Context: an optimization exercise on an open-source flow, tuned for small area, a short achievable clock period and few clock cycles per item. The choices shown serve that exercise and are no tape-out recipe. RTL that was checked went through simulation tests only; none was proved equivalent to the original.

Design rgb_to_hsv_pixel_top, start of the top module:
module rgb_to_hsv_pixel_top (
   input  logic        clock,
   input  logic        reset,
   input  logic        pix_valid,
   output logic        pix_ready,
   input  logic [7:0]  pix_red,
   input  logic [7:0]  pix_green,
   input  logic [7:0]  pix_blue,
   output logic        hsv_valid,
   input  logic        hsv_ready,
   output logic [14:0] hsv_hue,
   output logic [7:0]  hsv_saturation,
   output logic [7:0]  hsv_brightness,
   output logic        hsv_is_gray
);
For scale: roughly 1,900 cells after synthesis, roughly 380 flip-flops, roughly 0.022 mm2 of cells after synthesis.
clock: 8.5 ns
lec_check: 0
abc_clock_period_in_ps: 3500
cap_margin: 20
core_margin: 2
core_utilization: 40
setup_slack_margin: 4.5
slew_margin: 20
run.sh (not shown) runs the stock make flow with config.mk's settings and CLKGATE_MAP_FILE= SYNTH_SCRIPT=/design/flow/synth_recipe.tcl, a recipe that flattens the netlist after the stock synthesis.
Then changed:
Settings changed: CORE_UTILIZATION 40 to 65, SETUP_SLACK_MARGIN 4.5 to 5.
- routed wire length rose by roughly a tenth
- non-clock buffer count went up by 40
- final area rose slightly
- global-route usage grows by 11 points
- sequential cell count does not change
- worst setup slack degrades by 92 ps
- register-to-register slack is worse by 90 ps
Then changed:
Settings changed: CORE_UTILIZATION 65 to 40, TNS_END_PERCENT set to 10.
Effect: The changed run went through all stages and came out clean. Routed wire length went down by 10%. Die area went up by 61%. Count of clock-buffer cells in the layout went up by 1. Fmax stays flat. Sequential share of layout area went up by 1.9 points. Area after synthesis stays the same. Global-route usage went down by 11 points.
Then changed:
Settings changed: TNS_END_PERCENT 10 to not set.
After rerunning:
- utilization rises by 3.3 points
- global-route usage grows by 0.48 points
- sequential share of layout area went down by 2.5 points
- clock skew came out higher by 5.3 ps
- count of clock-buffer cells in the layout came out higher by 1
No functional check of the RTL was part of any run of this note.

* * *

rgb_to_hsv_pixel_top, a different RTL version from the one above (not shown whole).
Size: about 2,200 cells after synthesis, ~310 flip-flops, ~62 I/O pins, roughly 0.021 mm2 of cells after synthesis.
Settings: LEC_CHECK=0, ABC_AREA=1, CAP_MARGIN=20, CORE_MARGIN=2, CORE_UTILIZATION=40, CTS_CLUSTER_DIAMETER=100, CTS_CLUSTER_SIZE=32, SETUP_SLACK_MARGIN=4.6, SLEW_MARGIN=20, TNS_END_PERCENT=10; clock period 8.5 ns.
Testbench counts at the start, summed over its fixed seeds: cycles 16,064, items 16,000.
Next try:
Settings changed: CTS_CLUSTER_DIAMETER 100 to 80, CTS_CLUSTER_SIZE 32 to 24, SETUP_SLACK_MARGIN 4.6 to 4.5.
Via count came out lower by 0.30%; non-clock buffer count came out lower by 3; final cell count stays flat; worst setup slack degrades by 0.0099 ns; worst hold slack degrades by 0.011 ns; count of clock-buffer cells in the layout came out higher by 5; die area stays the same; final area came out higher by 0.39%; synthesized cell count is unchanged.
Next try:
==> flow/flow/run.sh (new file) <==
#!/bin/bash
# Standard layout, with clock tree synthesis told not to add dummy loads.
cat standard.sh > standard_script_copy.log
export CTS_ARGS="-sink_clustering_enable -repair_clock_nets -sink_clustering_size 24 -sink_clustering_max_diameter 80 -dont_use_dummy_load"
bash standard.sh > standard.log 2>&1
==> flow/standard.sh (new file) <==
#!/bin/bash
# synth_recipe.tcl (not shown) runs the flow's synth.tcl, then flattens the netlist and writes it again
# the make line also repeats each setting of config.mk as NAME=value (left out here)
make -C /OpenROAD-flow-scripts/flow DESIGN_CONFIG=/design/flow/config.mk WORK_HOME=/design/flow/orfs CLKGATE_MAP_FILE= SYNTH_SCRIPT=/design/flow/synth_recipe.tcl "${@:-finish}"
removed: flow/run.sh
- The changed run finished with timing, DRC and antenna clean
- count of clock-buffer cells in the layout does not change
- setup slack gets worse by 0.010 ns
- sequential cell count does not change

* * *

Another version of the RTL of rgb_to_hsv_pixel_top (not shown whole).
Size: ~2200 cells after synthesis, roughly 310 flip-flops, about 20000 um2 of cells after synthesis.
export LEC_CHECK = 0
export ABC_AREA = 1
export CAP_MARGIN = 20
export CORE_MARGIN = 2
export CORE_UTILIZATION = 40
export CTS_CLUSTER_DIAMETER = 80
export CTS_CLUSTER_SIZE = 24
export PLACE_DENSITY = 0.7
export SETUP_SLACK_MARGIN = 4.75
export SLEW_MARGIN = 20
export TNS_END_PERCENT = 10
create_clock -name core_clock -period 8.5 [get_ports {clock}]
standard.sh (not shown) runs the stock make flow with config.mk's settings and CLKGATE_MAP_FILE= SYNTH_SCRIPT=/design/flow/synth_recipe.tcl, a recipe that flattens the netlist after the stock synthesis.
==> flow/flow/run.sh <==
#!/bin/bash
# The standard layout (the standard.sh, unchanged synthesis) with two
# changes: port buffers use the small sky130_fd_sc_hd__buf_2 cell, and clock
# tree synthesis adds no dummy loads. Every port still gets its buffer.
export BUFFER_PORTS_ARGS="-buffer_cell sky130_fd_sc_hd__buf_2"
export CTS_ARGS="-sink_clustering_enable -repair_clock_nets -sink_clustering_size 24 -sink_clustering_max_diameter 80 -dont_use_dummy_load"
bash standard.sh > standard.log 2>&1
Testbench counts at the start, summed over its fixed seeds: cycles 16,064, items 16,000.
Edit:
==> flow/run.sh (new file) <==
#!/bin/bash
# synth_recipe.tcl (not shown) runs the flow's synth.tcl, then flattens the netlist and writes it again
# the make line also repeats each setting of config.mk as NAME=value (left out here)
make -C /OpenROAD-flow-scripts/flow DESIGN_CONFIG=/design/flow/config.mk WORK_HOME=/design/flow/orfs CLKGATE_MAP_FILE= SYNTH_SCRIPT=/design/flow/synth_recipe.tcl finish
- GPL_TIMING_DRIVEN: unset -> 0
- PLACE_DENSITY: 0.7 -> unset
removed: flow/flow/run.sh
removed: flow/standard.sh
Effect:
- global-route usage rises by 1.2 points
- via count rises by 0.47%
- hold slack improved by 3.1 ps
- utilization rises by 2.6 points
Edit:
- GPL_TIMING_DRIVEN: 0 -> unset
Result: Register-to-register slack gains 20 ps; clock-buffer cell count drops by 2; wire length goes down by a few percent; critical path depth stays the same; hold slack improves by 6.3 ps; non-clock buffer count shrinks by 33; fmax fell slightly; final cell count fell slightly; die area is unchanged.
Edit:
- CORE_UTILIZATION: 40 -> 55
- PLACE_DENSITY: unset -> 0.75
The changed run ran to the end with no violations.
Maximum frequency stays flat.
First-iteration DRC count rises by about 9%.
Final area falls by about 2.2%.
Edit:
==> flow/flow/run.sh (new file) <==
#!/bin/bash
# The standard layout (the standard.sh, unchanged synthesis) with two
# changes: port buffers use the small sky130_fd_sc_hd__buf_2 cell, and clock
# tree synthesis adds no dummy loads. Every port still gets its buffer.
export BUFFER_PORTS_ARGS="-buffer_cell sky130_fd_sc_hd__buf_2"
export CTS_ARGS="-sink_clustering_enable -repair_clock_nets -sink_clustering_size 24 -sink_clustering_max_diameter 80 -dont_use_dummy_load"
bash standard.sh > standard.log 2>&1
==> flow/standard.sh (new file) <==
#!/bin/bash
# synth_recipe.tcl (not shown) runs the flow's synth.tcl, then flattens the netlist and writes it again
# the make line also repeats each setting of config.mk as NAME=value (left out here)
make -C /OpenROAD-flow-scripts/flow DESIGN_CONFIG=/design/flow/config.mk WORK_HOME=/design/flow/orfs CLKGATE_MAP_FILE= SYNTH_SCRIPT=/design/flow/synth_recipe.tcl "${@:-finish}"
- CORE_UTILIZATION: 55 -> 40
- PLACE_DENSITY: 0.75 -> unset
removed: flow/run.sh
What happened: The new run finished with timing, DRC and antenna clean. Global-route usage went down by 5.5 points. Final cell count grows by 6.2%. Routed wire length barely changes. Utilization went down by 17 points. Register-to-register slack barely changes. Setup slack got worse by 52 ps. Design area went down by 1.2%. Synthesized area does not change.
Edit:
==> flow/run.sh (new file) <==
#!/bin/bash
# synth_recipe.tcl (not shown) runs the flow's synth.tcl, then flattens the netlist and writes it again
# the make line also repeats each setting of config.mk as NAME=value (left out here)
make -C /OpenROAD-flow-scripts/flow DESIGN_CONFIG=/design/flow/config.mk WORK_HOME=/design/flow/orfs CLKGATE_MAP_FILE= SYNTH_SCRIPT=/design/flow/synth_recipe.tcl finish
- SETUP_SLACK_MARGIN: 4.75 -> 4.7
removed: flow/flow/run.sh
removed: flow/standard.sh
After rerunning: Worst setup slack got worse by 14 ps; worst hold slack is better by 22 ps; register-to-register slack gets better by 50 ps; sequential share of layout area falls by 1.4 points; synthesized cell count stays the same; final area rises by about 3.5%; first-iteration DRC count goes up by about 14%; wire length increases by about 2.4%; die area stays the same.

afterwards: timing with drivers on the ports:
No port has a modelled driver above. Below, the same layouts with a new extraction and two added sets of constraints.
Step 1, drivers: a clkbuf_16 drives clock and a buf_2 each remaining input, both assumed.
Step 2, shift: input delay + t, output delay - t, t = (earliest + latest rising clock arrival at the registers) / 2. This alone moves slack from input paths to output paths.
Slacks: ideal ports / drivers / drivers and shift; pairs: ideal ports / drivers.
run	t (ns)	slack for setup (ns)	latest minus earliest clock arrival (ns)	worst slew at a driven data input, ns
the first run of note 1	0.616	4.485 / 4.485 / 4.330	0.021 / 0.022	0.05
the second run of note 1	0.607	4.393 / 4.393 / 4.393	0.023 / 0.024	0.04
the third run of note 1	0.631	4.391 / 4.391 / 4.301	0.015 / 0.015	0.05
the fourth run of note 1	0.625	4.424 / 4.424 / 4.424	0.021 / 0.021	0.05
the first run of note 2	0.579	4.547 / 4.516 / 4.516	0.032 / 0.032	0.04
the second run of note 2	0.609	4.537 / 4.517 / 4.305	0.027 / 0.027	0.04
the third run of note 2	0.588	4.527 / 4.507 / 4.319	0.058 / 0.058	0.04
the first run of note 3	0.533	4.686 / 4.667 / 4.292	0.058 / 0.059	0.03
the second run of note 3	0.596	4.742 / 4.717 / 4.207	0.036 / 0.036	0.03
the third run of note 3	0.597	4.700 / 4.680 / 4.223	0.018 / 0.018	0.04
the fourth run of note 3	0.559	4.702 / 4.677 / 4.178	0.013 / 0.014	0.04
the fifth run of note 3	0.557	4.650 / 4.626 / 4.346	0.038 / 0.038	0.04
the sixth run of note 3	0.596	4.636 / 4.613 / 4.178	0.018 / 0.018	0.04
After both steps every run listed still meets setup and hold. For the second run of note 3, which loses most, drivers alone change the setup slack by -0.025 ns; drivers and shift together by -0.535 ns.
